This design comes from an exercise in tuning for small area, a short achievable clock period and few clock cycles per item on the open sky130 flow, not from production work.
Where RTL was checked, it was by simulation tests only, not by an equivalence proof against the original.
Only the layout flow was run in run 6; the RTL was not checked for function there.
No activity file was given, so power comes from the tool's default toggle rates.

--- design.v ---
`timescale 1ns / 1ps
package gasp_pkg;
    localparam int SIDE_W = 13;
    localparam int POS_W  = 12;
    localparam int PAGE_W = 4;
    localparam logic [SIDE_W-1:0] RESET_SIDE = SIDE_W'(1024);
    localparam logic [SIDE_W-1:0] MAX_SIDE   = SIDE_W'(4096);
    localparam logic [1:0] FMT_BGRA = 2'd0;
    localparam logic [1:0] FMT_GRAY = 2'd1;
    localparam logic [1:0] FMT_MONO = 2'd2;
    localparam logic [2:0] ST_OK       = 3'd0;
    localparam logic [2:0] ST_EMPTY    = 3'd1;
    localparam logic [2:0] ST_NO_PAGES = 3'd2;
    localparam logic [2:0] ST_OUTSIDE  = 3'd3;
    localparam logic [2:0] ST_NO_GLYPH = 3'd4;
    localparam int DIV_K0 = 1;
    localparam int DIV_K1 = 3;
    localparam int DIV_K2 = 3;
    localparam int DIV_K3 = 1;
endpackage
`timescale 1ns / 1ps
module gasp_front (
    input  logic [7:0] i_chan,
    input  logic [7:0] i_div,
    output logic       o_sat,
    output logic [7:0] o_rem,
    output logic [7:0] o_sh
);
    logic [15:0] num;
    assign num   = {i_chan, 8'd0} - {8'd0, i_chan};
    assign o_sat = (i_chan > i_div);
    gasp_div_steps #(.N(gasp_pkg::DIV_K0)) u_steps (
        .i_rem(num[15:8]),
        .i_sh (num[7:0]),
        .i_div(i_div),
        .o_rem(o_rem),
        .o_sh (o_sh)
    );
endmodule
`timescale 1ns / 1ps
module gasp_div_steps #(
    parameter int N = 1
) (
    input  logic [7:0] i_rem,
    input  logic [7:0] i_sh,
    input  logic [7:0] i_div,
    output logic [7:0] o_rem,
    output logic [7:0] o_sh
);
    logic [7:0] rem [N+1];
    logic [7:0] sh  [N+1];
    assign rem[0] = i_rem;
    assign sh[0]  = i_sh;
    for (genvar j = 0; j < N; j++) begin : g_step
        logic [8:0] trial;
        logic [9:0] diff;
        assign trial     = {rem[j], sh[j][7]};
        assign diff      = {1'b0, trial} - {2'b0, i_div};
        assign rem[j+1]  = diff[9] ? trial[7:0] : diff[7:0];
        assign sh[j+1]   = {sh[j][6:0], !diff[9]};
    end
    assign o_rem = rem[N];
    assign o_sh  = sh[N];
endmodule
`timescale 1ns / 1ps
module gasp_back #(
    parameter int N = 1
) (
    input  logic [50:0] i_ch,
    input  logic [7:0]  i_div,
    output logic [50:0] o_ch
);
    for (genvar k = 0; k < 3; k++) begin : g_ch
        gasp_div_steps #(.N(N)) u_steps (
            .i_rem(i_ch[k*17 + 8 +: 8]),
            .i_sh (i_ch[k*17 +: 8]),
            .i_div(i_div),
            .o_rem(o_ch[k*17 + 8 +: 8]),
            .o_sh (o_ch[k*17 +: 8])
        );
        assign o_ch[k*17 + 16] = i_ch[k*17 + 16];
    end
endmodule
`timescale 1ns / 1ps
module glyph_atlas_shelf_packer_writer_unit (
    input  logic                 i_clk,
    input  logic                 i_rst_n,
    input  logic                 i_cfg_we,
    input  logic                 i_cfg_index,
    input  logic [12:0]          i_cfg_data,
    input  logic                 i_in_valid,
    output logic                 o_in_ready,
    input  logic [61:0]          i_in_word,
    output logic                 o_out_valid,
    input  logic                 i_out_ready,
    output logic [64:0]          o_out_word
);
    localparam int SW = gasp_pkg::SIDE_W;
    localparam int PW = 61;
    logic [SW-1:0] r_aw, r_ah, cfg_side;
    always_comb begin
        cfg_side = i_cfg_data;
        if (cfg_side == '0) cfg_side = SW'(1);
        else if (cfg_side > gasp_pkg::MAX_SIDE) cfg_side = gasp_pkg::MAX_SIDE;
    end
    always_ff @(posedge i_clk) begin
        if (!i_rst_n) begin
            r_aw <= gasp_pkg::RESET_SIDE;
            r_ah <= gasp_pkg::RESET_SIDE;
        end else if (i_cfg_we) begin
            if (i_cfg_index) r_ah <= cfg_side;
            else             r_aw <= cfg_side;
        end
    end
    logic          r_v1, r_v2, r_v3;
    logic          r_c1, r_c2, r_c3;       
    logic [PW-1:0] r_p1, r_p2, r_p3;
    logic          free1, free2, free3, blk, adv1, xfer;
    assign free3 = !r_v3 || i_out_ready;
    assign free2 = !r_v2 || free3;
    assign blk   = !r_c1 && ((r_v2 && !r_c2) || (r_v3 && !r_c3));
    assign adv1  = r_v1 && free2 && !blk;
    assign free1 = !r_v1 || adv1;
    assign xfer  = r_v3 && i_out_ready;
    assign o_in_ready  = free1;
    assign o_out_valid = r_v3;
    always_ff @(posedge i_clk) begin
        if (!i_rst_n) begin
            r_v1 <= 1'b0;
            r_v2 <= 1'b0;
            r_v3 <= 1'b0;
        end else begin
            if (free1) r_v1 <= i_in_valid;
            if (free2) r_v2 <= adv1;
            if (free3) r_v3 <= r_v2;
        end
    end
    logic          in_cmd;
    logic [SW-1:0] in_w, in_h;
    logic [1:0]    in_fmt;
    logic [7:0]    in_ch [3];      
    logic [7:0]    in_a, in_div;
    logic          in_mono, in_a0;
    logic [PW-1:0] in_pay;
    assign in_cmd   = i_in_word[61];
    assign in_w     = i_in_word[60:48];
    assign in_h     = i_in_word[47:35];
    assign in_fmt   = i_in_word[34:33];
    assign in_ch[2] = i_in_word[32:25];
    assign in_ch[1] = i_in_word[24:17];
    assign in_ch[0] = i_in_word[16:9];
    assign in_a     = i_in_word[8:1];
    assign in_mono  = i_in_word[0];
    assign in_a0    = (in_a == 8'd0);
    assign in_div   = in_a0 ? 8'd255 : in_a;
    logic [50:0] in_chs;
    for (genvar k = 0; k < 3; k++) begin : g_in
        gasp_front u_front (
            .i_chan(in_ch[k]),
            .i_div (in_div),
            .o_sat (in_chs[k*17 + 16]),
            .o_rem (in_chs[k*17 + 8 +: 8]),
            .o_sh  (in_chs[k*17 +: 8])
        );
    end
    always_comb begin
        in_pay = '0;
        if (in_cmd) begin
            in_pay = {in_div, in_a0, in_mono, in_chs};
        end else begin
            in_pay[55:43] = SW'(r_aw - in_w);
            in_pay[42:30] = SW'(r_ah - in_h);
            in_pay[29]    = (in_w == '0) || (in_h == '0);
            in_pay[28]    = (in_w > r_aw) || (in_h > r_ah);
            in_pay[27:0]  = {in_fmt, in_w, in_h};
        end
    end
    always_ff @(posedge i_clk) begin
        if (free1) begin
            r_c1 <= in_cmd;
            r_p1 <= in_pay;
        end
    end
    logic [SW-1:0] r_cx, r_cy, r_rh;
    logic [3:0]    r_page;
    logic [11:0]   r_px, r_py, r_ox, r_yend;
    logic [1:0]    r_fmt;
    logic          r_active;
    logic [SW-1:0] a_xw, a_yh, a_cyr, a_w, a_h;
    logic          a_empty, a_outside, a_wrap, a_np, a_nopages, a_ok;
    logic [2:0]    a_status;
    logic [3:0]    a_page;
    logic [11:0]   a_ox, a_oy;
    logic [50:0]   a_chs;
    logic [PW-1:0] a_pay;
    assign a_xw      = r_p1[55:43];
    assign a_yh      = r_p1[42:30];
    assign a_empty   = r_p1[29];
    assign a_outside = r_p1[28];
    assign a_w       = r_p1[25:13];
    assign a_h       = r_p1[12:0];
    always_comb begin
        a_cyr     = SW'(r_cy + r_rh);
        a_wrap    = (r_cx > a_xw);
        a_np      = a_wrap ? (a_cyr > a_yh) : (r_cy > a_yh);
        a_nopages = a_np && (r_page == 4'd15);
        a_ok      = !a_empty && !a_outside && !a_nopages;
        if (a_empty)        a_status = gasp_pkg::ST_EMPTY;
        else if (a_outside) a_status = gasp_pkg::ST_OUTSIDE;
        else if (a_nopages) a_status = gasp_pkg::ST_NO_PAGES;
        else                a_status = gasp_pkg::ST_OK;
        a_page = a_ok ? 4'(r_page + {3'd0, a_np}) : r_page;
        a_ox   = (a_ok && !a_np && !a_wrap) ? r_cx[11:0] : '0;
        a_oy   = (a_ok && !a_np) ? (a_wrap ? a_cyr[11:0] : r_cy[11:0]) : '0;
    end
    gasp_back #(.N(gasp_pkg::DIV_K1)) u_sec1 (
        .i_ch (r_p1[50:0]),
        .i_div(r_p1[60:53]),
        .o_ch (a_chs)
    );
    assign a_pay = r_c1 ? {r_p1[60:51], a_chs}
                        : {a_status, a_page, a_ox, a_oy, a_wrap, a_np, r_p1[27:0]};
    always_ff @(posedge i_clk) begin
        if (free2) begin
            r_c2 <= r_c1;
            r_p2 <= a_pay;
        end
    end
    logic [50:0] b_chs;
    gasp_back #(.N(gasp_pkg::DIV_K2)) u_sec2 (
        .i_ch (r_p2[50:0]),
        .i_div(r_p2[60:53]),
        .o_ch (b_chs)
    );
    always_ff @(posedge i_clk) begin
        if (free3) begin
            r_c3 <= r_c2;
            r_p3 <= r_c2 ? {r_p2[60:51], b_chs} : r_p2;
        end
    end
    logic [2:0]    x_status;
    logic [3:0]    x_page;
    logic [11:0]   x_ox, x_oy;
    logic          x_wrap, x_np;
    logic [1:0]    x_fmt;
    logic [SW-1:0] x_w, x_h;
    logic          row_end, glyph_end;
    assign x_status = r_p3[60:58];
    assign x_page   = r_p3[57:54];
    assign x_ox     = r_p3[53:42];
    assign x_oy     = r_p3[41:30];
    assign x_wrap   = r_p3[29];
    assign x_np     = r_p3[28];
    assign x_fmt    = r_p3[27:26];
    assign x_w      = r_p3[25:13];
    assign x_h      = r_p3[12:0];
    assign row_end   = (12'(r_px + 12'd1) == r_cx[11:0]);
    assign glyph_end = (12'(r_py + 12'd1) == r_yend);
    always_ff @(posedge i_clk) begin
        if (!i_rst_n) begin
            r_cx     <= '0;
            r_cy     <= '0;
            r_rh     <= '0;
            r_page   <= '0;
            r_active <= 1'b0;
        end else if (xfer) begin
            if (!r_c3) begin
                r_active <= (x_status == gasp_pkg::ST_OK);
                if (x_status == gasp_pkg::ST_OK) begin
                    r_cx   <= SW'({1'b0, x_ox} + x_w);
                    r_cy   <= {1'b0, x_oy};
                    r_rh   <= (x_np || x_wrap || x_h > r_rh) ? x_h : r_rh;
                    r_page <= x_page;
                end else if (x_status == gasp_pkg::ST_NO_PAGES && x_wrap) begin
                    r_cx <= '0;
                    r_cy <= SW'(r_cy + r_rh);
                    r_rh <= '0;
                end
            end else if (r_active && row_end && glyph_end) begin
                r_active <= 1'b0;
            end
        end
    end
    always_ff @(posedge i_clk) begin
        if (xfer) begin
            if (!r_c3) begin
                r_px   <= x_ox;
                r_ox   <= x_ox;
                r_py   <= x_oy;
                r_yend <= 12'(x_oy + x_h);
                r_fmt  <= x_fmt;
            end else if (row_end) begin
                r_px <= r_ox;
                r_py <= 12'(r_py + 12'd1);
            end else begin
                r_px <= 12'(r_px + 12'd1);
            end
        end
    end
    logic [50:0] c_chs;
    logic [7:0]  c_div, c_a;
    logic        c_a0, c_mono;
    logic [7:0]  c_quo [3];
    assign c_div  = r_p3[60:53];
    assign c_a0   = r_p3[52];
    assign c_mono = r_p3[51];
    assign c_a    = c_a0 ? 8'd0 : c_div;
    gasp_back #(.N(gasp_pkg::DIV_K3)) u_sec3 (
        .i_ch (r_p3[50:0]),
        .i_div(c_div),
        .o_ch (c_chs)
    );
    for (genvar k = 0; k < 3; k++) begin : g_quo
        assign c_quo[k] = c_chs[k*17 + 16] ? 8'd255 : c_chs[k*17 +: 8];
    end
    logic [2:0]  o_status;
    logic [3:0]  o_page;
    logic [11:0] o_px, o_py;
    logic        o_csrc;
    logic [7:0]  o_r, o_g, o_b, o_a;
    always_comb begin
        o_status = gasp_pkg::ST_OK;
        o_page   = '0;
        o_px     = '0;
        o_py     = '0;
        o_csrc   = 1'b0;
        o_r      = '0;
        o_g      = '0;
        o_b      = '0;
        o_a      = '0;
        if (!r_c3) begin
            o_status = x_status;
            o_page   = x_page;
            o_px     = x_ox;
            o_py     = x_oy;
            o_csrc   = (x_fmt == gasp_pkg::FMT_BGRA);
        end else if (!r_active) begin
            o_status = gasp_pkg::ST_NO_GLYPH;
        end else begin
            o_page = r_page;
            o_px   = r_px;
            o_py   = r_py;
            o_csrc = (r_fmt == gasp_pkg::FMT_BGRA);
            case (r_fmt)
                gasp_pkg::FMT_BGRA: begin
                    o_r = c_quo[0];
                    o_g = c_quo[1];
                    o_b = c_quo[2];
                    o_a = c_a;
                end
                gasp_pkg::FMT_GRAY: begin
                    o_r = 8'd255;
                    o_g = 8'd255;
                    o_b = 8'd255;
                    o_a = c_a;
                end
                gasp_pkg::FMT_MONO: begin
                    o_r = 8'd255;
                    o_g = 8'd255;
                    o_b = 8'd255;
                    o_a = c_mono ? 8'd255 : 8'd0;
                end
                default: ;
            endcase
        end
    end
    assign o_out_word = {r_c3, o_status, o_page, o_px, o_py, o_csrc, o_r, o_g, o_b, o_a};
endmodule
--- run.sh ---
#!/bin/bash
# synth_recipe.tcl (not shown) runs the flow's synth.tcl, then flattens the netlist and writes it again
# the make line also repeats each setting of config.mk as NAME=value (left out here)
make -C /OpenROAD-flow-scripts/flow DESIGN_CONFIG=/design/flow/config.mk WORK_HOME=/design/flow/orfs CLKGATE_MAP_FILE= SYNTH_SCRIPT=/design/flow/synth_recipe.tcl finish
--- config.mk ---
export PLATFORM = sky130hd
export DESIGN_NAME = glyph_atlas_shelf_packer_writer_unit
export DESIGN_NICKNAME = glyph_atlas_shelf_packer_writer_unit
export VERILOG_FILES = /design/flow/design.v
export SDC_FILE = /design/flow/constraint.sdc
export NUM_CORES = 4
export LEC_CHECK = 0
export CAP_MARGIN = 20
export CORE_MARGIN = 2
export CORE_UTILIZATION = 40
export SLEW_MARGIN = 20
--- constraint.sdc ---
create_clock -name core_clock -period 12.0 [get_ports {i_clk}]
set_input_delay 2.4000 -clock core_clock [delete_from_list [all_inputs] [get_ports {i_clk}]]
set_output_delay 2.4000 -clock core_clock [all_outputs]
set_load 0.01 [all_outputs]
==> impl_metrics.py, run 1 <==
metrics = {
    "placement": {
        "place_congestion": 0.944,
        "dp_slack_ns": 4.38,
        "hpwl_um": 70800,
        "dp_cells": 3987,
        "port_buffers": 147,
    },
    "detailed_routing": {
        "wl_um": 89100,
        "highest_layer": "met4",
        "routedWlPerCell_um": 21.9,
        "dr_total_vias": 23500,
        "drtIter0Drc": 1782,
        "wl_met3_um": 5340,
        "vias_per_cell": 5.78,
        "wl_met1_um": 37600,
        "antenna_left": 0,
        "drc": 0,
        "dr.pass1.iters": 6,
        "wl_met2_um": 41100,
    },
    "yosys": {
        "synth_fp_nets": 3500,
        "async_flop_share": 0,
        "synth-edff-count": 236,
        "synth_area_per_cell_um2": 8.89,
        "yosysWarnings": 11,
        "yosysSeqAreaShare": 0.315,
        "ys_seq_elements": 309,
        "synthesis.instances": 3055,
        "synthDistinctLibCells": 80,
        "ys.flop_type": "edfxtp_1",
        "synth_area_um2": 27200,
    },
    "clock_network": {
        "hold_buffers": 0,
        "cts-root-buf": "clkbuf_16",
        "htree_num_levels": 2,
        "cts_setup_buffers": 0,
        "clkTransAtPathRegs_ns": 0.06,
        "clk_path_buf_depth": 3,
        "cts-resized-gates": 0,
        "clk_latency_ns": 0.57,
        "cts_tree": "done",
        "numCtsBuffers": 39,
        "clkSinkCount": 309,
    },
    "sta": {
        "worst_slew_pin_slew_ns": 1.09,
        "max_freq_ghz": 0.131,
        "finalClockSkew_ns": 0.0353,
        "worst_slack_ns": 4.37,
        "relSlewSlack": 0.270,
        "setup-tns-final_ns": 0,
        "finalCritPeriodShare": 0.636,
        "setup_viol": 0,
        "grt_setup_unrepaired": "no",
        "hold_viol": 0,
        "drv_slew": 0,
        "post-route-min-period_ns": 7.63,
    },
    "finish": {
        "final_common_cell": "ha_1",
        "layout_common_cells": "338 x ha_1, 285 x nand2_1, 247 x o21ai_0",
        "fill_cells": 6397,
        "final_nets": 3600,
        "insertedDiodeCount": 0,
        "area.growth.synth_to_final_pct": 13.2,
        "drive_above_1_share": 0.0553,
        "stdcell_count": 4058,
    },
    "die": {
        "start_util": 0.404,
        "die-area_um2": 70000,
        "die_y_um": 265,
        "fp.dieW_um": 265,
        "rows": 95,
        "coreArea_um2": 67200,
        "pin_count": 148,
    },
    "global_routing": {
        "grt_start_max_net_pins": 94,
        "antenna_found_initial": 0,
        "grt_pass1_vias": 23600,
        "grt_usage": 0.253,
        "grt-ovfl-total": 0,
        "grt_pass1_wl_um": 137000,
    },
    "critical_path": {
        "cp.required_ns": 12.29,
        "crit_path_max_fanout": 14,
        "critPathKind": "flip-flop to flip-flop",
        "cp-start-kind": "flip-flop",
        "cp.arrival_ns": 7.93,
        "end_kind": "flip-flop",
    },
    "pwr": {
        "max-vdd-ir-drop_uv": 193,
        "p_leak_uw": 0.0125,
        "finalPower_uw": 8140,
        "power.density_nw_per_um2": 265,
    },
    "run": {
        "drv_cap": 0,
    },
    "outcome": {
        "status": "timing/DRC/antenna clean",
    },
    "hold_path": {
        "hp-class": "flip-flop to flip-flop",
    },
}
## synthesized netlist by cell type, drive strengths merged, types with 8 or more instances
library cell	instances	area, µm²
ha	338	4230
nand2	287	1080
o21ai	250	1250
edfxtp	236	7090
nor2	227	862
a21oi	226	1130
inv	222	833
xnor2	119	1040
nand3	93	465
clkbuf	89	334
nor2b	82	513
mux2i	80	801
dfxtp	73	1460
xor2	70	613
mux2	56	634
a21boi	51	383
a21o	50	375
o21a	46	345
nor3	45	225
nand2b	34	213
fa	26	521
buf	21	125
o211ai	21	158
o221ai	20	181
nand4	19	119
o31ai	19	148
a22o	18	158
or4	18	136
nor4	17	113
a22oi	16	120
o311ai	16	140
a211oi	15	123
o21bai	15	113
or3	15	93.8
and3	13	81.3
a31oi	11	68.8
o31a	9	81.3
a221oi	8	76.3
or2	8	50.1
## through the flow
step | util | instance area (µm²) | hold slack, ns
after detailed placement | 0.438 | 29400 | 0.407
after global routing | 0.458 | 30700 | 0.425
after CTS | 0.458 | 30700 | 0.421
final | 0.458 | 30700 | 0.421
after floorplan | - | 27200 | 0.400
after global placement | 0.438 | 29400 | 0.401
## flip-flops by register name (all words and copies together), names as in the netlist, 4 cells and up
| signal | flops |
|---|---|
| r_rh | 13 |
| r_ox | 12 |
| r_yend | 12 |
| r_px | 12 |
| r_py | 12 |
| r_aw | 13 |
| r_ah | 13 |
| r_p1 | 61 |
| r_cx | 13 |
| r_p3 | 61 |
| r_cy | 13 |
| r_page | 4 |
| r_p2 | 61 |
## logic make-up after synthesis
kind of cell / count (synthesis) / synth area share
multiplexers: 136 / 0.0529
AND/OR/NAND/NOR: 880 / 0.152
flip-flops: 309 / 0.315
XOR/XNOR: 189 / 0.0610
adder cells (fa/ha/maj): 364 / 0.175
buffers and inverters: 333 / 0.0477
AO/OA/AOI/OAI: 844 / 0.197
## worst max-delay path, stage by stage (launching register included)
cell	delay, ns
edfxtp_1	0.38
inv_1	0.43
ha_1	0.38
or2_2	0.31
a21oi_1	0.19
a211o_1	0.15
nand3_1	0.38
a21oi_1	0.45
ha_1	0.29
nor2b_1	0.13
o31a_1	0.27
nor3_1	0.20
o21ai_0	0.15
nand3_1	0.15
nor2b_1	0.55
mux2i_1	0.43
ha_1	0.30
nor2b_1	0.13
o21a_1	0.17
o21ai_0	0.29
a21oi_1	0.11
o21ai_0	0.16
nand2b_1	0.13
a221oi_2	0.85
mux2i_1	0.29
o21ai_0	0.08
## final timing paths
| check | from | end | slack (ns) | cells past startpoint |
|---|---|---|---|---|
| max reg2reg | r_p1[57]$_SDFFCE_PN0P_ | r_p2[48]$_DFFE_PN_ | 4.37 | 25 |
| min | r_p2[50]$_DFFE_PN_ | r_p3[50]$_DFFE_PP_ | 0.42 | 0 |
| max | r_p1[57]$_SDFFCE_PN0P_ | r_p2[48]$_DFFE_PN_ | 4.37 | 25 |
| min reg2reg | r_p2[50]$_DFFE_PN_ | r_p3[50]$_DFFE_PP_ | 0.42 | 0 |
## area by class of cell
type                       instances  area (µm²)  share of cell area
multi-input combinational       2413       17300               0.564
sequential                       309        8550               0.278
timing repair buffer             169        1630              0.0530
tap                              873        1090              0.0355
clock buffer                      48        1040              0.0340
inverter                         223         837              0.0272
clock inverter                    23         244             0.00794
## per-layer routing
layer / up-vias / track usage
li1: 11300 / -
met1: 11200 / 0.318
met2: 764 / 0.423
met3: 187 / 0.0359
met4: 0 / 0.134
met5: - / 0
## power breakdown
part	switching, µW	leakage (µW)	internal, µW
Combinational	2810	0.00881	2340
Clock	479	0.000641	708
Sequential	341	0.00306	1470
Testbench counts, summed over its fixed seeds: cycles 10,363, items 10,331.
==> run 2: changes to the inputs <==
--- a/config.mk
+++ b/config.mk
@@ -7,5 +7,7 @@
 export LEC_CHECK = 0
 export CAP_MARGIN = 20
 export CORE_MARGIN = 2
-export CORE_UTILIZATION = 40
+export CORE_UTILIZATION = 65
+export PLACE_DENSITY = 0.75
+export SETUP_SLACK_MARGIN = 5
 export SLEW_MARGIN = 20
==> run 2 against run 1 <==
Still clean. Final cell count shrank 7.7%. Setup slack gained 0.72 ns. Global-route usage grew 14 points. Synthesized cell count is the same. Critical path depth shrank 17. Final area grew 0.15%. Critical path type is now primary input to primary output. Largest cell class unchanged.
==> impl_metrics.py, run 2 <==
metrics = {
    "yosys": {
        "synthTopCellsByCount": "338 x ha_1, 287 x nand2_1, 247 x o21ai_0",
        "synthesis.instances": 3055,
        "yosys.area.top_type": "edfxtp_1",
        "yosysSeqAreaShare": 0.315,
        "async_flop_share": 0,
        "synth_fp_nets": 3500,
        "ys.flop_type": "edfxtp_1",
        "synthDistinctLibCells": 80,
        "yosysWarnings": 11,
        "synth_most_common_cell": "ha_1",
        "synth-edff-count": 236,
        "synth_top_area_share": 0.261,
        "ys_top_cells_by_area": "edfxtp_1 26%, ha_1 16%, dfxtp_1 5.4%",
        "ys_seq_elements": 309,
        "synth_area_per_cell_um2": 8.89,
        "synth_area_um2": 27200,
    },
    "critical_path": {
        "cp_top_family": "buffers and inverters",
        "end_kind": "primary output",
        "crit_chain": "clkdlybuf4s50_1, nor2b_2, nand2_4, buf_16, o21ai_0, nand2_2, buf_12, clkdlybuf4s50_1",
        "cp.required_ns": 9.60,
        "crit_path_max_fanout": 29,
        "crit_buf_inv": 4,
        "crit_path_max_incr_delay_ns": 0.57,
        "cp-start-kind": "primary input",
        "r2r_setup_slack_ns": 5.27,
        "cp.arrival_ns": 4.51,
        "cpMostUsedCell": "clkdlybuf4s50_1",
        "critPathKind": "primary input to primary output",
        "slowest_stage": "clkdlybuf4s50_1",
    },
    "finish": {
        "area.growth.synth_to_final_pct": 13.4,
        "insertedDiodeCount": 0,
        "postLayoutCellArea_um2": 30800,
        "layout_common_cells": "338 x ha_1, 284 x nand2_1, 244 x o21ai_0",
        "multiInputGateArea_um2": 17500,
        "drive_above_1_share": 0.0750,
        "final_nets": 3629,
        "reg_top3": "r_p1 x61, r_p2 x61, r_p3 x61",
        "fill_cells": 2943,
        "stdcell_count": 3744,
        "ff_latch_area_um2": 8550,
        "final_common_cell": "ha_1",
    },
    "global_routing": {
        "grt_usage": 0.392,
        "grt_pass1_vias": 23900,
        "grt_pass1_wl_um": 132000,
        "grt-ovfl-total": 0,
        "grt_start_max_net_pins": 112,
        "antenna_found_initial": 0,
    },
    "pwr": {
        "max-vdd-ir-drop_uv": 318,
        "p_leak_uw": 0.0127,
        "power.density_nw_per_um2": 274,
        "finalPower_uw": 8430,
    },
    "sta": {
        "max_freq_ghz": 0.145,
        "grt_setup_unrepaired": "yes",
        "finalCritPeriodShare": 0.576,
        "hold_viol": 0,
        "worst_slew_pin_slew_ns": 1.15,
        "setup-tns-final_ns": 0,
        "setup_viol": 0,
        "post-route-min-period_ns": 6.91,
        "relSlewSlack": 0.224,
        "finalClockSkew_ns": 0.0210,
        "worst_slack_ns": 5.09,
        "drv_slew": 0,
    },
    "clock_network": {
        "cts_tree": "done",
        "clkSinkCount": 309,
        "clk_path_buf_depth": 3,
        "clk_latency_ns": 0.56,
        "clkTransAtPathRegs_ns": 0.06,
        "htree_num_levels": 2,
        "cts-root-buf": "clkbuf_16",
        "hold_buffers": 0,
        "numCtsBuffers": 36,
    },
    "die": {
        "coreArea_um2": 41000,
        "fp.dieW_um": 208,
        "die-area_um2": 43400,
        "start_util": 0.662,
        "pin_count": 148,
        "die_y_um": 208,
        "rows": 74,
    },
    "placement": {
        "hpwl_um": 66500,
        "dp_cells": 3644,
        "dp_slack_ns": 4.36,
        "place_congestion": 0.997,
        "placed_area_um2": 29000,
        "port_buffers": 147,
    },
    "detailed_routing": {
        "wl_um": 87000,
        "vias_per_cell": 6.56,
        "drc": 0,
        "drtIter0Drc": 2750,
        "antenna_left": 0,
        "routedWlPerCell_um": 23.2,
        "dr.pass1.iters": 8,
        "dr_total_vias": 24600,
    },
    "run": {
        "drv_cap": 0,
    },
    "outcome": {
        "status": "timing/DRC/antenna clean",
    },
    "hold_path": {
        "hp-class": "flip-flop to flip-flop",
    },
}
[run 2: cell counts after synthesis]
Identical to the previous run, type by type.
[run 2: worst register-to-register path: cells and delay by family, from the launching register on]
| family | cells | cell delay, ns |
|---|---|---|
| AO/OA/AOI/OAI | 13 | 2.98 |
| multiplexers | 4 | 1.15 |
| adder cells (fa/ha/maj) | 3 | 1.00 |
| buffers and inverters | 3 | 0.68 |
| flip-flops | 1 | 0.41 |
| AND/OR/NAND/NOR | 2 | 0.27 |
[run 2: worst paths after layout]
path                            from                 end  depth (start not counted)
setup reg to reg  r_p1[55]$_DFFE_PP_   r_p2[8]$_DFFE_PN_                         25
hold reg to reg   r_p2[51]$_DFFE_PN_  r_p3[51]$_DFFE_PP_                          0
setup / recovery         i_out_ready          o_in_ready                          8
hold / removal    r_p2[51]$_DFFE_PN_  r_p3[51]$_DFFE_PP_                          0
[run 2: through the flow]
stage          utilization  hold slack (ns)
4_1_cts              0.740            0.420
6_report             0.750            0.419
3_5_place_dp         0.707            0.406
2_1_floorplan            -            0.400
3_3_place_gp         0.707            0.403
5_1_grt              0.750            0.422
[run 2: logic make-up after synthesis]
group,count (synthesis),synth area share
buffers and inverters,333,0.0477
AND/OR/NAND/NOR,880,0.152
XOR/XNOR,189,0.0610
adder cells (fa/ha/maj),364,0.175
flip-flops,309,0.315
multiplexers,136,0.0529
AO/OA/AOI/OAI,844,0.197
[run 2: metal layers]
metal / wire, µm / track usage / part of all wire / vias up
li1: - / - / - / 11400
met1: 32400 / 0.467 / 0.37 / 11500
met2: 39300 / 0.637 / 0.45 / 1352
met3: 7700 / 0.0676 / 0.088 / 340
met4: 7680 / 0.294 / 0.088 / 0
met5: 0 / 0 / 0 / -
[run 2: power by group]
group	internal (µW)	switching, µW	total (µW)
registers	1470	322	1790
clock network	638	482	1120
logic	2510	3010	5520
total	4620	3810	8430
[run 2: timing repair]
item	4_1_cts	5_1_grt
hold endpoints to repair	0	0
endpoints found under the setup margin	47	62
pin swaps	4	4
resized for setup	13	47
buffers inserted	10	22
gates cloned	0	2
[run 2: cell type report]
class,instances,area share
clock inverters,23,0.00699
multi-input cells,2413,0.570
inverters,223,0.0279
repair buffers,201,0.0639
clock buffers,43,0.0318
well taps,532,0.0216
flip-flops and latches,309,0.278
==> run 3: changes to the inputs <==
--- a/config.mk
+++ b/config.mk
@@ -8,6 +8,5 @@
 export CAP_MARGIN = 20
 export CORE_MARGIN = 2
 export CORE_UTILIZATION = 65
-export PLACE_DENSITY = 0.75
 export SETUP_SLACK_MARGIN = 5
 export SLEW_MARGIN = 20
==> run 3 against run 2 <==
Still clean on timing, DRC and antenna. Wire length down 2.3%. Sequential share of layout area increased by 0.086 points. Global-route usage is 0.76 points lower. Worst hold slack worse by 0.0040 ns. Sequential power about the same. Setup slack better by 0.0029 ns. Clock power barely moved. Via count decreased by 0.88%. Synthesized area unchanged. Largest cell class unchanged.
==> impl_metrics.py, run 3 <==
metrics = {
    "outcome": {
        "status": "timing/DRC/antenna clean",
    },
    "detailed_routing": {
        "vias_per_cell": 6.49,
        "dr.pass1.iters": 7,
        "antenna_left": 0,
        "routedWlPerCell_um": 22.7,
        "dr_total_vias": 24300,
        "drtIter0Drc": 2708,
        "drc": 0,
        "wl_um": 85100,
    },
    "yosys": {
        "synth_area_um2": 27200,
        "synth_most_common_cell": "ha_1",
        "synth-edff-count": 236,
        "async_flop_share": 0,
        "synth_area_per_cell_um2": 8.89,
        "synthesis.instances": 3055,
        "synthTopCellsByCount": "338 x ha_1, 287 x nand2_1, 247 x o21ai_0",
        "synth_fp_nets": 3500,
        "yosysSeqAreaShare": 0.315,
        "ys_seq_elements": 309,
        "ys_top_cells_by_area": "edfxtp_1 26%, ha_1 16%, dfxtp_1 5.4%",
        "yosys.area.top_type": "edfxtp_1",
        "synth_top_area_share": 0.261,
        "synthDistinctLibCells": 80,
        "ys.flop_type": "edfxtp_1",
        "yosysWarnings": 11,
    },
    "die": {
        "die-area_um2": 43400,
        "rows": 74,
        "coreArea_um2": 41000,
        "pin_count": 148,
        "fp.dieW_um": 208,
        "start_util": 0.662,
        "die_y_um": 208,
    },
    "sta": {
        "finalCritPeriodShare": 0.576,
        "setup_viol": 0,
        "drv_slew": 0,
        "grt_setup_unrepaired": "no",
        "hold_viol": 0,
        "relSlewSlack": 0.266,
        "setup-tns-final_ns": 0,
        "worst_slew_pin_slew_ns": 1.10,
        "finalClockSkew_ns": 0.0215,
        "max_freq_ghz": 0.145,
        "post-route-min-period_ns": 6.91,
    },
    "finish": {
        "final_nets": 3631,
        "final_common_cell": "ha_1",
        "reg_top3": "r_p1 x61, r_p2 x61, r_p3 x61",
        "drive_above_1_share": 0.0722,
        "area.growth.synth_to_final_pct": 13.0,
        "layout_common_cells": "338 x ha_1, 284 x nand2_1, 244 x o21ai_0",
    },
    "placement": {
        "port_buffers": 147,
        "place_congestion": 1.02,
        "hpwl_um": 65500,
    },
    "critical_path": {
        "cp.arrival_ns": 4.51,
        "end_kind": "primary output",
        "cp.required_ns": 9.60,
        "crit_path_max_fanout": 64,
        "cp-start-kind": "primary input",
        "reg2reg_depth": 25,
        "critPathKind": "primary input to primary output",
    },
    "pwr": {
        "max-vdd-ir-drop_uv": 305,
        "power.density_nw_per_um2": 275,
        "p_leak_uw": 0.0126,
        "finalPower_uw": 8430,
    },
    "global_routing": {
        "grt_pass1_vias": 23300,
        "grt_pass1_wl_um": 130000,
        "antenna_found_initial": 2,
        "grt-ovfl-total": 0,
        "grt_usage": 0.384,
        "grt_start_max_net_pins": 112,
    },
    "clock_network": {
        "numCtsBuffers": 36,
        "clkSinkCount": 309,
        "htree_num_levels": 2,
        "cts_tree": "done",
        "clk_latency_ns": 0.55,
        "clk_path_buf_depth": 3,
        "hold_buffers": 0,
        "clkTransAtPathRegs_ns": 0.07,
        "cts-root-buf": "clkbuf_16",
    },
    "hold_path": {
        "hp-class": "flip-flop to flip-flop",
        "hold_depth": 0,
    },
    "run": {
        "drv_cap": 0,
    },
}
## run 3: timing repair
| action | CTS | global route |
|---|---|---|
| pin swaps | 5 | 2 |
| resized for setup | 16 | 32 |
| endpoints found under the setup margin | 55 | 63 |
| endpoints found under the hold margin | 0 | 0 |
| buffers inserted | 16 | 19 |
## run 3: layout make-up
type	instances	area [µm²]
clock buffers	47	1010
repair buffers	203	1910
inverters	223	856
fillers	3014	10300
flip-flops and latches	309	8550
diodes	2	5.00
multi-input cells	2413	17500
clock inverters	19	163
well taps	532	666
## run 3: worst paths after layout
check                startpoint            endpoint  slack (ns)
min reg2reg  r_p2[50]$_DFFE_PN_  r_p3[50]$_DFFE_PP_        0.41
min          r_p2[50]$_DFFE_PN_  r_p3[50]$_DFFE_PP_        0.41
max                 i_out_ready          o_in_ready        5.09
max reg2reg  r_p1[54]$_DFFE_PP_   r_p2[8]$_DFFE_PN_        5.34
## run 3: routing by layer
layer	global-route usage	share of wire	vias up	wire [µm]
li1	-	-	11400	-
met4	0.247	0.073	0	6200
met5	0	0	-	0
met3	0.0581	0.084	281	7150
met1	0.464	0.38	11500	32100
met2	0.642	0.47	1205	39700
## run 3: cells by family (layout without fill, tap and decap cells)
group / Yosys count / in the layout / share of synthesized area
compound gates: 844 / 844 / 0.197
xor+xnor: 189 / 189 / 0.0610
fa+ha+maj: 364 / 364 / 0.175
buf+inv: 333 / 492 / 0.0477
flops: 309 / 309 / 0.315
mux: 136 / 136 / 0.0529
other cells: 0 / 2 / 0
simple gates: 880 / 880 / 0.152
## run 3: worst max-delay path, stage by stage
cell and delay, ns:
clkdlybuf4s50_1 0.53, nor2b_1 0.13, nand2_2 0.12, buf_12 0.30
o21ai_0 0.23, nand2_2 0.20, clkdlybuf4s50_1 0.56
## run 3: per-stage QoR
stage | util | hold slack (ns) | area [µm²] | setup WS [ns] | cells
after floorplan | - | 0.400 | 27200 | 5.17 | 3055
after global placement | 0.707 | 0.402 | 29000 | 4.58 | 3645
after detailed placement | 0.707 | 0.405 | 29000 | 4.32 | 3645
after CTS | 0.741 | 0.418 | 30400 | 5.00 | 3727
after global routing | 0.748 | 0.426 | 30700 | 4.89 | 3746
final | 0.748 | 0.415 | 30700 | 5.09 | 3748
## run 3: report_power, final
part | internal, µW | leakage, µW | total [µW] | switching (µW)
Clock | 644 | 0.000574 | 1110 | 463
Sequential | 1470 | 0.00306 | 1800 | 333
Combinational | 2540 | 0.00900 | 5530 | 2990
==> run 4: changes to the inputs <==
--- a/config.mk
+++ b/config.mk
@@ -7,6 +7,6 @@
 export LEC_CHECK = 0
 export CAP_MARGIN = 20
 export CORE_MARGIN = 2
-export CORE_UTILIZATION = 65
+export CORE_UTILIZATION = 40
 export SETUP_SLACK_MARGIN = 5
 export SLEW_MARGIN = 20
==> run 4 against run 3 <==
Final area increased by 2.4%. Sequential power about the same. Final cell count increased by 9.4%. Setup slack got worse by 0.0065 ns. Wire length increased by 5.5%. Worst hold slack about the same. Largest cell class unchanged. Combinational power decreased by 1%. Via count decreased by 2.7%. Non-clock buffer count increased by 8. Clock power increased by 14%. Die area increased by 61%.
==> impl_metrics.py, run 4 <==
metrics = {
    "outcome": {
        "status": "timing/DRC/antenna clean",
    },
    "detailed_routing": {
        "routedWlPerCell_um": 21.9,
        "vias_per_cell": 5.78,
        "dr.pass1.iters": 6,
        "dr_total_vias": 23700,
        "drc": 0,
        "drtIter0Drc": 2022,
        "wl_um": 89700,
        "antenna_left": 0,
    },
    "clock_network": {
        "cts-root-buf": "clkbuf_16",
        "clk_latency_ns": 0.58,
        "htree_num_levels": 2,
        "numCtsBuffers": 38,
        "clkTransAtPathRegs_ns": 0.06,
        "clk_path_buf_depth": 3,
        "clkSinkCount": 309,
        "cts_tree": "done",
    },
    "global_routing": {
        "grt_pass1_vias": 23100,
        "grt_usage": 0.249,
        "use_met3": 0.0281,
        "busiest_layer": "met2",
        "grt-ovfl-total": 0,
        "use_met2": 0.424,
        "antenna_found_initial": 1,
        "grt.met1_usage": 0.317,
        "grt_start_max_net_pins": 94,
        "grt_pass1_wl_um": 135000,
    },
    "run": {
        "drv_cap": 0,
    },
    "yosys": {
        "ys.flop_type": "edfxtp_1",
        "synth_fp_nets": 3500,
        "ys_seq_elements": 309,
        "yosysSeqAreaShare": 0.315,
        "ys_top_cells_by_area": "edfxtp_1 26%, ha_1 16%, dfxtp_1 5.4%",
        "synth_top_area_share": 0.261,
        "synth_most_common_cell": "ha_1",
        "synthTopCellsByCount": "338 x ha_1, 287 x nand2_1, 247 x o21ai_0",
        "synth-edff-count": 236,
        "yosysWarnings": 11,
        "synth_area_um2": 27200,
        "synthDistinctLibCells": 80,
        "async_flop_share": 0,
        "yosys.area.top_type": "edfxtp_1",
        "synth_area_per_cell_um2": 8.89,
        "synthesis.instances": 3055,
    },
    "pwr": {
        "power.density_nw_per_um2": 272,
        "p_leak_uw": 0.0128,
        "max-vdd-ir-drop_uv": 224,
    },
    "placement": {
        "place_congestion": 0.935,
        "hpwl_um": 69800,
        "placed_area_um2": 29500,
        "port_buffers": 147,
    },
    "sta": {
        "setup-tns-final_ns": 0,
        "finalCritPeriodShare": 0.576,
        "relSlewSlack": 0.282,
        "setup_viol": 0,
        "drv_slew": 0,
        "post-route-min-period_ns": 6.91,
        "grt_setup_unrepaired": "no",
        "hold_viol": 0,
        "max_freq_ghz": 0.145,
        "worst_slew_pin_slew_ns": 1.07,
        "finalClockSkew_ns": 0.0294,
    },
    "critical_path": {
        "cp-start-kind": "primary input",
        "critPathKind": "primary input to primary output",
        "end_kind": "primary output",
        "startpoint": "i_out_ready",
        "regToRegStartpoint": "r_p1[56]$_SDFFCE_PN0P_",
        "cp.required_ns": 9.60,
        "cp.arrival_ns": 4.51,
        "crit_path_max_fanout": 18,
    },
    "die": {
        "fp.dieW_um": 265,
        "pin_count": 148,
        "coreArea_um2": 67200,
        "die_y_um": 265,
        "rows": 95,
        "die-area_um2": 70000,
        "start_util": 0.404,
    },
    "finish": {
        "final_common_cell": "ha_1",
        "final_nets": 3642,
        "reg_top3": "r_p1 x61, r_p2 x61, r_p3 x61",
        "area.growth.synth_to_final_pct": 15.8,
        "final_core_util": 0.468,
        "insertedDiodeCount": 0,
        "drive_above_1_share": 0.0762,
        "layout_common_cells": "338 x ha_1, 284 x nand2_1, 243 x o21ai_0",
        "postLayoutCellArea_um2": 31400,
    },
    "hold_path": {
        "hp-class": "flip-flop to flip-flop",
        "hp-start": "r_p2[33]$_DFFE_PN_",
    },
}
[run 4: what timing repair did]
item	CTS	global route
pin swaps	2	3
gates cloned	0	4
endpoints found under the setup margin	47	58
hold buffers	0	0
setup buffers	10	27
gates resized for setup	15	39
[run 4: kinds of logic after synthesis]
group | after synthesis | share of synthesized area
compound gates | 844 | 0.197
xor+xnor | 189 | 0.0610
fa+ha+maj | 364 | 0.175
buf+inv | 333 | 0.0477
flops | 309 | 0.315
mux | 136 | 0.0529
simple gates | 880 | 0.152
[run 4: cell type report]
cell class | count | area [µm²]
Inverter | 223 | 852
Fill cell | 6265 | 35700
Tap cell | 873 | 1090
Clock inverter | 23 | 338
Timing Repair Buffer | 211 | 2050
Clock buffer | 47 | 1020
Multi-Input combinational cell | 2414 | 17500
Sequential cell | 309 | 8550
[run 4: through the flow]
stage | hold slack [ns] | std cells | setup slack [ns] | total power (µW)
after floorplan | 0.400 | 3055 | 5.17 | 5740
after global placement | 0.401 | 3989 | 4.23 | 6680
after detailed placement | 0.411 | 3989 | 4.29 | 6890
after CTS | 0.421 | 4069 | 4.84 | 8270
after global routing | 0.422 | 4100 | 4.98 | 9210
final | 0.415 | 4100 | 5.09 | 8550
[run 4: where the power goes]
part	total (µW)	leakage [µW]	internal (µW)	switching [µW]
clock network	1270	0.000666	780	486
logic	5470	0.00910	2530	2940
registers	1810	0.00306	1470	346
[run 4: final timing paths]
kind | endpoint | slack, ns | depth (start not counted)
setup / recovery | o_in_ready | 5.09 | 8
setup reg to reg | r_p2[8]$_DFFE_PN_ | 5.40 | 27
hold reg to reg | r_p3[33]$_DFFE_PP_ | 0.41 | 0
hold / removal | r_p3[33]$_DFFE_PP_ | 0.41 | 0
[run 4: critical path, cell delays in order]
cell             delay [ns]
clkdlybuf4s50_1        0.48
nor2b_2                0.25
nand2_4                0.16
buf_16                 0.19
o21ai_0                0.14
nand2_2                0.18
buf_12                 0.20
clkdlybuf4s50_1        0.48
[run 4: metal layers]
metal  vias up  part of all wire
li1      11400                 -
met1     11300              0.43
met2       784              0.46
met3       186             0.052
met4         0             0.054
met5         -                 0
==> run 5: changes to the inputs <==
==> flow/run.sh (new file) <==
#!/bin/bash
# Standard layout, with the port buffers made of buf_4 cells instead of
# the cell buffer_ports picks by default.
set -euo pipefail
bash standard.sh "BUFFER_PORTS_ARGS=-buffer_cell sky130_fd_sc_hd__buf_4" finish > standard_flow.log 2>&1
==> standard.sh (new file) <==
#!/bin/bash
# synth_recipe.tcl (not shown) runs the flow's synth.tcl, then flattens the netlist and writes it again
# the make line also repeats each setting of config.mk as NAME=value (left out here)
make -C /OpenROAD-flow-scripts/flow DESIGN_CONFIG=/design/flow/config.mk WORK_HOME=/design/flow/orfs CLKGATE_MAP_FILE= SYNTH_SCRIPT=/design/flow/synth_recipe.tcl "${@:-finish}"
removed: run.sh
==> run 5 against run 4 <==
Worst hold slack gained 0.0030 ns. Flip-flop and latch count is the same. Critical path depth grew 17. Critical endpoint is now r_p2[8]$_DFFE_PN_. Still clean. Final cell count is essentially flat. Register-to-register slack lost 0.04 ns. Utilization shrank 0.67 points. Sequential power is essentially flat. Critical path type is now flip-flop to flip-flop.
==> impl_metrics.py, run 5 <==
metrics = {
    "outcome": {
        "status": "timing/DRC/antenna clean",
    },
    "sta": {
        "max_freq_ghz": 0.151,
        "finalClockSkew_ns": 0.0395,
        "setup_viol": 0,
        "worst_slew_pin_slew_ns": 1.11,
        "hold_viol": 0,
        "setup-tns-final_ns": 0,
        "finalCritPeriodShare": 0.554,
        "grt_setup_unrepaired": "yes",
        "drv_slew": 0,
        "post-route-min-period_ns": 6.64,
        "relSlewSlack": 0.260,
    },
    "detailed_routing": {
        "drc": 0,
        "antenna_left": 0,
        "dr.pass1.iters": 5,
        "wl_um": 86900,
        "dr_total_vias": 23100,
        "routedWlPerCell_um": 21.2,
        "vias_per_cell": 5.63,
        "drtIter0Drc": 1843,
    },
    "pwr": {
        "power.density_nw_per_um2": 271,
        "p_leak_uw": 0.0130,
        "finalPower_uw": 8400,
        "max-vdd-ir-drop_uv": 239,
    },
    "clock_network": {
        "clk_path_buf_depth": 3,
        "clk_latency_ns": 0.59,
        "cts_tree": "done",
        "cts-root-buf": "clkbuf_16",
        "htree_num_levels": 2,
        "clkTransAtPathRegs_ns": 0.06,
        "hold_buffers": 0,
        "clkSinkCount": 309,
        "numCtsBuffers": 39,
    },
    "yosys": {
        "yosysWarnings": 11,
        "synth_area_um2": 27200,
        "yosysSeqAreaShare": 0.315,
        "ys.flop_type": "edfxtp_1",
        "async_flop_share": 0,
        "ys_seq_elements": 309,
        "synthTopCellsByCount": "338 x ha_1, 287 x nand2_1, 247 x o21ai_0",
        "synth-edff-count": 236,
        "synth_fp_nets": 3500,
        "yosys.area.top_type": "edfxtp_1",
        "synth_top_area_share": 0.261,
        "synthDistinctLibCells": 80,
        "ys_top_cells_by_area": "edfxtp_1 26%, ha_1 16%, dfxtp_1 5.4%",
        "synthesis.instances": 3055,
        "synth_area_per_cell_um2": 8.89,
        "synth_most_common_cell": "ha_1",
    },
    "die": {
        "start_util": 0.404,
        "coreArea_um2": 67200,
        "rows": 95,
        "die-area_um2": 70000,
        "pin_count": 148,
        "fp.dieW_um": 265,
        "die_y_um": 265,
    },
    "finish": {
        "area.growth.synth_to_final_pct": 14.1,
        "final_core_util": 0.461,
        "reg_top3": "r_p1 x61, r_p2 x61, r_p3 x61",
        "insertedDiodeCount": 0,
        "final_common_cell": "ha_1",
        "drive_above_1_share": 0.121,
        "fill_cells": 6517,
        "final_nets": 3642,
        "layout_common_cells": "338 x ha_1, 284 x nand2_1, 244 x o21ai_0",
    },
    "hold_path": {
        "hp-class": "flip-flop to flip-flop",
        "whs_endpoint": "r_p3[51]$_DFFE_PP_",
        "hold_depth": 0,
        "hp-start": "r_p2[51]$_DFFE_PN_",
    },
    "global_routing": {
        "grt_pass1_wl_um": 131000,
        "grt-ovfl-total": 0,
        "grt_pass1_vias": 21800,
        "grt_start_max_net_pins": 93,
        "antenna_found_initial": 1,
        "grt_usage": 0.244,
    },
    "placement": {
        "hpwl_um": 67300,
        "place_congestion": 0.922,
        "port_buffers": 147,
    },
    "critical_path": {
        "cp-start-kind": "flip-flop",
        "r2r-end": "r_p2[8]$_DFFE_PN_",
        "critPathKind": "flip-flop to flip-flop",
        "regToRegStartpoint": "r_p1[55]$_DFFE_PP_",
        "reg2reg_depth": 25,
        "crit_path_max_fanout": 15,
        "cp.arrival_ns": 6.96,
        "end_kind": "flip-flop",
        "cp.required_ns": 12.32,
        "r2r_setup_slack_ns": 5.36,
    },
    "run": {
        "drv_cap": 0,
    },
}
==> run 5: power by group <==
group | switching [µW] | total [µW] | internal, µW
Sequential | 335 | 1800 | 1470
Clock | 506 | 1270 | 763
Combinational | 2850 | 5330 | 2480
Total | 3690 | 8400 | 4710
==> run 5: cell type report <==
class	count	area, µm²	area share
Sequential cell	309	8550	0.276
Inverter	223	856	0.0276
Multi-Input combinational cell	2413	17500	0.565
Tap cell	873	1090	0.0353
Timing Repair Buffer	211	1620	0.0522
Clock inverter	21	274	0.00884
Clock buffer	51	1100	0.0356
==> run 5: worst max-delay path by stage <==
stage,from,to
floorplan,i_out_ready,o_in_ready
global placement,r_p1[54]$_DFFE_PP_,r_p2[48]$_DFFE_PN_
detailed placement,r_p1[54]$_DFFE_PP_,r_p2[43]$_DFFE_PN_
CTS,r_p1[54]$_DFFE_PP_,r_p2[43]$_DFFE_PN_
global route,r_p2[55]$_DFFE_PN_,r_p3[45]$_DFFE_PP_
finish,r_p1[55]$_DFFE_PP_,r_p2[8]$_DFFE_PN_
==> run 5: repair_timing <==
| item | CTS | global route |
|---|---|---|
| setup buffers | 8 | 29 |
| resized for setup | 13 | 27 |
| setup endpoints to repair | 46 | 53 |
| pin swaps | 2 | 3 |
==> run 5: logic make-up (layout without fill, tap and decap cells) <==
family,Yosys count,after routing,synth area share
AO/OA/AOI/OAI,844,844,0.197
XOR/XNOR,189,189,0.0610
adder cells (fa/ha/maj),364,364,0.175
buffers and inverters,333,506,0.0477
flip-flops,309,309,0.315
multiplexers,136,136,0.0529
AND/OR/NAND/NOR,880,880,0.152
==> run 5: worst max-delay path: stages (launching register included) <==
cell and delay (ns):
edfxtp_1 0.39, inv_1 0.41, ha_1 0.29, inv_1 0.07, o21a_1 0.20, o211a_1 0.17, o31ai_4 0.42, mux2_2 0.40
ha_1 0.33, o21ai_0 0.17, a21oi_1 0.09, o31ai_2 0.31, a21oi_1 0.21, a311oi_2 0.27, buf_4 0.26, mux2i_2 0.32
ha_1 0.28, nor2b_1 0.14, o211ai_1 0.24, a31oi_1 0.15, o21ai_0 0.18, nand2b_1 0.11, a21oi_1 0.27, o311ai_4 0.26
mux2i_1 0.18, mux2_2 0.29
==> run 5: layer usage <==
metal / vias up / share of wire / wire length (µm) / GRT usage
met3: 129 / 0.054 / 4660 / 0.0310
met1: 10900 / 0.44 / 38600 / 0.323
met5: - / 0 / 0 / 0
met2: 656 / 0.46 / 40200 / 0.407
met4: 0 / 0.040 / 3430 / 0.0935
li1: 11400 / - / - / -
==> run 5: per-stage QoR <==
stage,setup WS (ns),cell area [µm²],hold slack (ns),cells
after global routing,4.96,31000,0.426,4101
after global placement,4.57,29100,0.403,3991
after detailed placement,4.43,29100,0.405,3991
after floorplan,5.17,27200,0.400,3055
after CTS,5.00,30600,0.419,4071
final,5.36,31000,0.418,4101
==> run 6: changes to the inputs <==
--- a/design.v
+++ b/design.v
@@ -115,12 +115,13 @@
     logic          r_v1, r_v2, r_v3;
     logic          r_c1, r_c2, r_c3;       
     logic [PW-1:0] r_p1, r_p2, r_p3;
-    logic          free1, free2, free3, blk, adv1, xfer;
+    logic          free1, free2, free3, blk, adv1, load1, xfer;
     assign free3 = !r_v3 || i_out_ready;
     assign free2 = !r_v2 || free3;
     assign blk   = !r_c1 && ((r_v2 && !r_c2) || (r_v3 && !r_c3));
     assign adv1  = r_v1 && free2 && !blk;
     assign free1 = !r_v1 || adv1;
+    assign load1 = i_in_valid && free1;
     assign xfer  = r_v3 && i_out_ready;
     assign o_in_ready  = free1;
     assign o_out_valid = r_v3;
@@ -168,15 +169,11 @@
         if (in_cmd) begin
             in_pay = {in_div, in_a0, in_mono, in_chs};
         end else begin
-            in_pay[55:43] = SW'(r_aw - in_w);
-            in_pay[42:30] = SW'(r_ah - in_h);
-            in_pay[29]    = (in_w == '0) || (in_h == '0);
-            in_pay[28]    = (in_w > r_aw) || (in_h > r_ah);
-            in_pay[27:0]  = {in_fmt, in_w, in_h};
+            in_pay[27:0] = {in_fmt, in_w, in_h};
         end
     end
     always_ff @(posedge i_clk) begin
-        if (free1) begin
+        if (load1) begin
             r_c1 <= in_cmd;
             r_p1 <= in_pay;
         end
@@ -193,12 +190,12 @@
     logic [11:0]   a_ox, a_oy;
     logic [50:0]   a_chs;
     logic [PW-1:0] a_pay;
-    assign a_xw      = r_p1[55:43];
-    assign a_yh      = r_p1[42:30];
-    assign a_empty   = r_p1[29];
-    assign a_outside = r_p1[28];
     assign a_w       = r_p1[25:13];
     assign a_h       = r_p1[12:0];
+    assign a_xw      = SW'(r_aw - a_w);
+    assign a_yh      = SW'(r_ah - a_h);
+    assign a_empty   = (a_w == '0) || (a_h == '0);
+    assign a_outside = (a_w > r_aw) || (a_h > r_ah);
     always_comb begin
         a_cyr     = SW'(r_cy + r_rh);
         a_wrap    = (r_cx > a_xw);
==> run.sh (new file) <==
#!/bin/bash
# synth_recipe.tcl (not shown) runs the flow's synth.tcl, then flattens the netlist and writes it again
# the make line also repeats each setting of config.mk as NAME=value (left out here)
make -C /OpenROAD-flow-scripts/flow DESIGN_CONFIG=/design/flow/config.mk WORK_HOME=/design/flow/orfs CLKGATE_MAP_FILE= SYNTH_SCRIPT=/design/flow/synth_recipe.tcl finish
--- a/config.mk
+++ b/config.mk
@@ -8,5 +8,4 @@
 export CAP_MARGIN = 20
 export CORE_MARGIN = 2
 export CORE_UTILIZATION = 40
-export SETUP_SLACK_MARGIN = 5
 export SLEW_MARGIN = 20
removed: flow/run.sh
removed: standard.sh
==> run 6 against run 5 <==
Synthesized area rose by 1.7%. Global-route usage down 1.2 points. Setup slack worse by 1.1 ns. Sequential power shrank 7%. Final cell count shrank 0.73%. Highest routed layer is now met5. First-iteration DRC count decreased by 8.9%. Non-clock buffer count shrank 42. Wire length is 4.2% lower. Utilization is 0.49 points lower.
==> impl_metrics.py, run 6 <==
metrics = {
    "outcome": {
        "status": "timing/DRC/antenna clean",
    },
    "global_routing": {
        "grt_pass1_vias": 21800,
        "grt_pass1_wl_um": 128000,
        "antenna_found_initial": 1,
        "grt-ovfl-total": 0,
        "grt_start_max_net_pins": 86,
        "grt_usage": 0.232,
    },
    "critical_path": {
        "crit_buf_inv": 1,
        "r2r_setup_slack_ns": 4.27,
        "crit_path_max_incr_delay_ns": 0.69,
        "reg2reg_depth": 23,
        "cp.arrival_ns": 8.00,
        "cp.required_ns": 12.27,
        "cp-endpoint": "r_p2[10]$_DFFE_PN_",
        "startpoint": "r_p1[54]$_SDFFCE_PN0P_",
        "end_kind": "flip-flop",
        "cp_top_family": "compound AO/OA/AOI/OAI gates",
        "cp-start-kind": "flip-flop",
        "r2r-end": "r_p2[10]$_DFFE_PN_",
        "crit_chain": "inv_1, ha_1, nor2b_1, o31a_1, o31ai_1, a31oi_2, mux2i_1, ha_1, nor2b_1, o31a_1, o31ai_1, a21oi_1, a311oi_4, mux2i_1, ha_1, nor2b_1, o211ai_1, a31oi_1, o21ai_0, a21oi_1, nor2_1, and2_1, o221ai_2",
        "regToRegStartpoint": "r_p1[54]$_SDFFCE_PN0P_",
        "crit_path_max_fanout": 18,
        "slowest_stage": "inv_1",
        "critPathKind": "flip-flop to flip-flop",
        "crit_cells": 23,
    },
    "yosys": {
        "synth_fp_nets": 3489,
        "yosysSeqAreaShare": 0.310,
        "ys_seq_elements": 309,
        "synthDistinctLibCells": 90,
        "ys_top_cells_by_area": "edfxtp_1 26%, ha_1 15%, dfxtp_1 5.3%",
        "yosysWarnings": 11,
        "synth-edff-count": 236,
        "synthesis.instances": 3044,
        "synthTopCellsByCount": "338 x ha_1, 262 x nand2_1, 236 x edfxtp_1",
        "synth_most_common_cell": "ha_1",
        "ys.flop_type": "edfxtp_1",
        "synth_area_per_cell_um2": 9.07,
        "synth_area_um2": 27600,
        "async_flop_share": 0,
        "yosys.area.top_type": "edfxtp_1",
        "synth_top_area_share": 0.257,
    },
    "clock_network": {
        "htree_num_levels": 2,
        "clk_path_buf_depth": 3,
        "cts-resized-gates": 0,
        "cts_setup_buffers": 0,
        "hold_buffers": 0,
        "cts-root-buf": "clkbuf_16",
        "clkTransAtPathRegs_ns": 0.06,
        "numCtsBuffers": 37,
        "clk_latency_ns": 0.57,
        "clkSinkCount": 309,
        "cts_tree": "done",
    },
    "die": {
        "die-area_um2": 71100,
        "start_util": 0.403,
        "fp.dieW_um": 267,
        "coreArea_um2": 68500,
        "die_y_um": 267,
        "rows": 96,
        "pin_count": 148,
    },
    "pwr": {
        "power.density_nw_per_um2": 238,
        "p_leak_uw": 0.0125,
        "max-vdd-ir-drop_uv": 192,
        "finalPower_uw": 7420,
    },
    "finish": {
        "final_common_cell": "ha_1",
        "fill_cells": 6651,
        "drive_above_1_share": 0.0702,
        "ff_latch_area_um2": 8550,
        "insertedDiodeCount": 0,
        "layout_common_cells": "338 x ha_1, 261 x nand2_1, 236 x edfxtp_1",
        "area.growth.synth_to_final_pct": 13.2,
        "final_nets": 3605,
        "multiInputGateArea_um2": 18000,
        "reg_top3": "r_p1 x61, r_p2 x61, r_p3 x61",
    },
    "sta": {
        "post-route-min-period_ns": 7.73,
        "setup_viol": 0,
        "drv_slew": 0,
        "relSlewSlack": 0.293,
        "worst_slew_pin_slew_ns": 1.05,
        "max_freq_ghz": 0.129,
        "hold_viol": 0,
        "finalCritPeriodShare": 0.644,
        "setup-tns-final_ns": 0,
        "finalClockSkew_ns": 0.0251,
        "grt_setup_unrepaired": "no",
    },
    "hold_path": {
        "hold_depth": 0,
        "hp-class": "flip-flop to flip-flop",
        "hp-start": "r_p2[33]$_DFFE_PN_",
    },
    "run": {
        "drv_cap": 0,
    },
    "placement": {
        "place_congestion": 0.914,
        "hpwl_um": 65600,
        "port_buffers": 147,
    },
    "detailed_routing": {
        "drc": 0,
        "dr.pass1.iters": 6,
        "dr_total_vias": 23000,
        "routedWlPerCell_um": 20.4,
        "vias_per_cell": 5.66,
        "wl_um": 83200,
        "antenna_left": 0,
        "drtIter0Drc": 1679,
    },
}
==> run 6: cell types whose count changed in the layout (fill, tap and decap cells not counted), sizes merged, moves of 12 or more <==
cell,change
buf,-186
clkdlybuf4s50,+145
nand4,+38
mux2,+34
mux2i,-34
a21oi,-29
a31oi,+27
nand2,-25
a21boi,+20
nor2,-17
o211ai,+17
o21ai,-17
and2,+14
inv,-12
==> run 6: layer usage <==
layer	GRT usage	up-vias	part of all wire
met5	0	-	0.00016
met4	0.0859	2	0.039
met3	0.0255	118	0.052
met2	0.368	701	0.44
met1	0.326	10700	0.47
li1	-	11500	-
==> run 6: through the flow <==
step | setup slack (ns) | hold slack, ns | util | cell area, µm² | std cells
after detailed placement | 4.34 | 0.407 | 0.438 | 30000 | 4003
after global routing | 3.59 | 0.445 | 0.456 | 31300 | 4071
after global placement | 4.50 | 0.413 | 0.438 | 30000 | 4003
final | 4.27 | 0.422 | 0.456 | 31300 | 4071
after floorplan | 5.32 | 0.400 | - | 27600 | 3044
after CTS | 4.33 | 0.422 | 0.456 | 31300 | 4071
==> run 6: cell families after synthesis <==
kind of cell | synth area share
AOI/OAI and AO/OA | 0.212
muxes | 0.0539
adders and majority gates | 0.172
DFF | 0.310
buffers and inverters | 0.0409
xor gates and xnor gates | 0.0584
and+or+nand+nor | 0.153
==> run 6: worst min path at each step <==
stage                     slack, ns                  to
after global placement         0.41  r_p3[33]$_DFFE_PP_
after detailed placement       0.41  r_p3[33]$_DFFE_PP_
after global routing           0.45  r_p3[33]$_DFFE_PP_
after floorplan                0.40  r_p3[16]$_DFFE_PP_
after CTS                      0.42  r_p3[33]$_DFFE_PP_
final                          0.42  r_p3[33]$_DFFE_PP_
==> run 6: cell type report <==
| cell class | count | share of cell area |
|---|---|---|
| Clock buffer | 51 | 0.0323 |
| Clock inverter | 17 | 0.00789 |
| Inverter | 203 | 0.0244 |
| Multi-Input combinational cell | 2440 | 0.575 |
| Sequential cell | 309 | 0.274 |
| Tap cell | 882 | 0.0353 |
| Timing Repair Buffer | 169 | 0.0520 |
==> run 6: where the power goes <==
| group | switching [µW] | internal, µW |
|---|---|---|
| Combinational | 2520 | 2060 |
| Clock | 463 | 703 |
| Sequential | 251 | 1430 |

==> re-timing with driven ports <==
The flow's constraints put no driver on any port. The routed layouts listed below were extracted and timed again, unchanged, in two steps.
Step 1, drivers: a clkbuf_16 drives i_clk and a buf_2 each remaining input, both assumed.
Step 2 times the ports against the registers' clock, not the clock port: input delays grow and output delays shrink by t, the midpoint of the rising clock arrivals with the driver on.
Three values: ideal, step 1, step 2; two values: the first two.
| run | shift t [ns] | slack for setup (ns) | worst slew at a driven data input, ns |
|---|---|---|---|
| run 1 | 0.619 | 4.365 / 4.365 / 4.365 | 0.04 |
| run 2 | 0.615 | 5.090 / 5.059 / 4.717 | 0.04 |
| run 3 | 0.600 | 5.093 / 5.061 / 4.779 | 0.05 |
| run 4 | 0.623 | 5.087 / 5.049 / 4.778 | 0.04 |
| run 5 | 0.631 | 5.357 / 5.332 / 5.144 | 0.04 |
| run 6 | 0.619 | 4.266 / 4.266 / 4.266 | 0.06 |
After both steps setup and hold are still met in every run listed. For run 2, which loses most, drivers alone change the setup slack by -0.031 ns; drivers and shift together by -0.373 ns.
